Context: an optimization exercise on an open-source flow, tuned for small area, a short achievable clock period and few clock cycles per item. The choices shown serve that exercise and are no tape-out recipe.
The RTL was checked by simulation tests, not by an equivalence proof against the original design.
Power and IR drop assume default switching activity.

==> flow/design.v (excerpt) <==
module priority_round_robin_task_scheduler_core (
    input  logic        clk,
    input  logic        rst_n,
    input  logic        in_valid,
    output logic        in_ready,
    input  logic [2:0]  func,
    input  logic [7:0]  priority_req,
    input  logic [31:0] stack_pointer,
    input  logic [31:0] delay_ticks,
    output logic        out_valid,
    input  logic        out_ready,
    output logic [1:0]  status,
    output logic [3:0]  task_index,
    output logic [31:0] task_sp,
    output logic        switch_request
);
Size: roughly 4,700 cells after synthesis, ~1,500 flip-flops, about 0.066 sq mm of cells after synthesis.
==> flow/config.mk <==
export PLATFORM = sky130hd
export DESIGN_NAME = priority_round_robin_task_scheduler_core
export DESIGN_NICKNAME = priority_round_robin_task_scheduler_core
export VERILOG_FILES = /design/flow/design.v
export SDC_FILE = /design/flow/constraint.sdc
export NUM_CORES = 4
export LEC_CHECK = 0
export CAP_MARGIN = 20
export CORE_MARGIN = 2
export CORE_UTILIZATION = 40
export SLEW_MARGIN = 20
==> flow/constraint.sdc <==
create_clock -name core_clock -period 10.0 [get_ports {clk}]
set_input_delay 2.0000 -clock core_clock [delete_from_list [all_inputs] [get_ports {clk}]]
set_output_delay 2.0000 -clock core_clock [all_outputs]
set_load 0.01 [all_outputs]
run.sh (not shown) runs the stock make flow with config.mk's settings and CLKGATE_MAP_FILE= SYNTH_SCRIPT=/design/flow/synth_recipe.tcl, a recipe that flattens the netlist after the stock synthesis.
The first run completed with no timing, DRC or antenna violations.
Testbench counts at the start, summed over its fixed seeds: cycles 5,727, items 5,719.
Edit:
- CORE_UTILIZATION: 40 -> 55
- SETUP_SLACK_MARGIN: default -> 5
After rerunning:
- cell area is lower by about 0.33%
- synthesized area does not change
- clock skew goes down by 37 ps
- cell count goes down by 7.8%
- combinational power grows by about 5%
- total power stays flat
Edit:
- CTS_BUF_LIST: default -> sky130_fd_sc_hd__clkbuf_8 sky130_fd_sc_hd__clkbuf_16
- CTS_CLUSTER_DIAMETER: default -> 80
- CTS_CLUSTER_SIZE: default -> 30
Result:
- sequential power stays flat
- power fell by 13%
- setup slack is worse by 17 ps
- die area is unchanged
- count of clock-buffer cells in the layout fell by 109

========
## lane 1
Another version of the RTL of priority_round_robin_task_scheduler_core (not shown whole).
Size in the first run: ~4300 cells after synthesis, ~1600 flip-flops, ~120 I/O pins.
Settings: LEC_CHECK=0, CAP_MARGIN=20, CORE_MARGIN=2, CORE_UTILIZATION=68, CTS_BUF_LIST=sky130_fd_sc_hd__clkbuf_8 sky130_fd_sc_hd__clkbuf_16, CTS_CLUSTER_DIAMETER=100, CTS_CLUSTER_SIZE=24, SLEW_MARGIN=20; clock period 10.0 ns.
standard.sh (not shown) runs the stock make flow with config.mk's settings and CLKGATE_MAP_FILE= SYNTH_SCRIPT=/design/flow/synth_recipe.tcl, a recipe that flattens the netlist after the stock synthesis.
==> flow/flow/run.sh <==
#!/bin/bash
# the standard layout, with timing repair aimed below the clock period:
# repair works on every path with less than SETUP_SLACK_MARGIN ns of slack.
# port buffers start as buf_2 (repair sizes them as needed)
set -euo pipefail
bash standard.sh SETUP_SLACK_MARGIN=6.7 "BUFFER_PORTS_ARGS=-buffer_cell sky130_fd_sc_hd__buf_2" finish > run_standard.log 2>&1
Lane 1: all stages complete, timing, DRC and antenna checks passed
Testbench counts of lane 1, summed over its fixed seeds: cycles 5,743, items 5,719.
Relative to lane 1, the following input files were edited for lane 2:
--- a/flow/flow/run.sh
+++ b/flow/flow/run.sh
@@ -4,3 +4,3 @@
 # port buffers start as buf_2 (repair sizes them as needed)
 set -euo pipefail
-bash standard.sh SETUP_SLACK_MARGIN=6.7 "BUFFER_PORTS_ARGS=-buffer_cell sky130_fd_sc_hd__buf_2" finish > run_standard.log 2>&1
+bash standard.sh SETUP_SLACK_MARGIN=6.5 "BUFFER_PORTS_ARGS=-buffer_cell sky130_fd_sc_hd__buf_2" finish > run_standard.log 2>&1
On hold slack, lane 1 and lane 2 are basically level.
On total placed cells including tap cells, lane 1 and lane 2 are basically level.
Of lane 1 and lane 2, the run reporting the lower placer congestion estimate was lane 1.
There was hardly any difference in count of multi-input gates between lane 2 and lane 1.
Post-cts gate resize count: lane 2 < lane 1
Between lane 2 and lane 1, the clock power share figures differ only marginally.
Total DRC errors in the routed layout: lane 1 vs lane 2 identical
Looking at first element of the critical path, the rdm1_q[30]$_DFFE_PN_ result is from lane 2; the delay_ticks[2] one comes from lane 1.
Post-route cell area, lane 1 and lane 2: smaller value in lane 2
Delta (lane 2 minus lane 1): detailed route wirelength on metal3 decreased about 6%; wire length per cell after detailed routing decreased 0.21 um.

port drivers added, routing unchanged:
In the flow no input, the clock included, has a driving cell. The finished layouts below were timed again as built, in two steps.
Step 1 sets driving cells, clkbuf_16 on the clock port and buf_2 on the other inputs (assumed; they add their load-dependent delay and slew).
Step 2 moves the port delays by t, midway between the first and last clock arrival at a register: inputs arrive t later, outputs are due t later. That takes back most of the time a late clock gives input paths.
Slacks: ideal / step 1 / step 2; pairs: ideal / step 1.
| run | t (ns) | slack for setup (ns) | hold WS [ns] |
|---|---|---|---|
| the first run of note 1 | 0.887 | 3.521 / 3.521 / 3.521 | 0.482 / 0.482 / 0.482 |
| the second run of note 1 | 0.866 | 4.981 / 4.966 / 4.100 | 0.482 / 0.482 / 0.482 |
| the third run of note 1 | 0.788 | 4.964 / 4.964 / 4.217 | 0.477 / 0.477 / 0.477 |
| lane 1 | 0.756 | 6.483 / 6.463 / 5.764 | 0.478 / 0.478 / 0.478 |
| lane 2 | 0.762 | 6.421 / 6.421 / 5.785 | 0.480 / 0.480 / 0.480 |
After both steps every run listed still meets setup and hold. The setup slack of the second run of note 1, which loses most, moves by -0.015 ns with the drivers and by -0.881 ns with both steps.
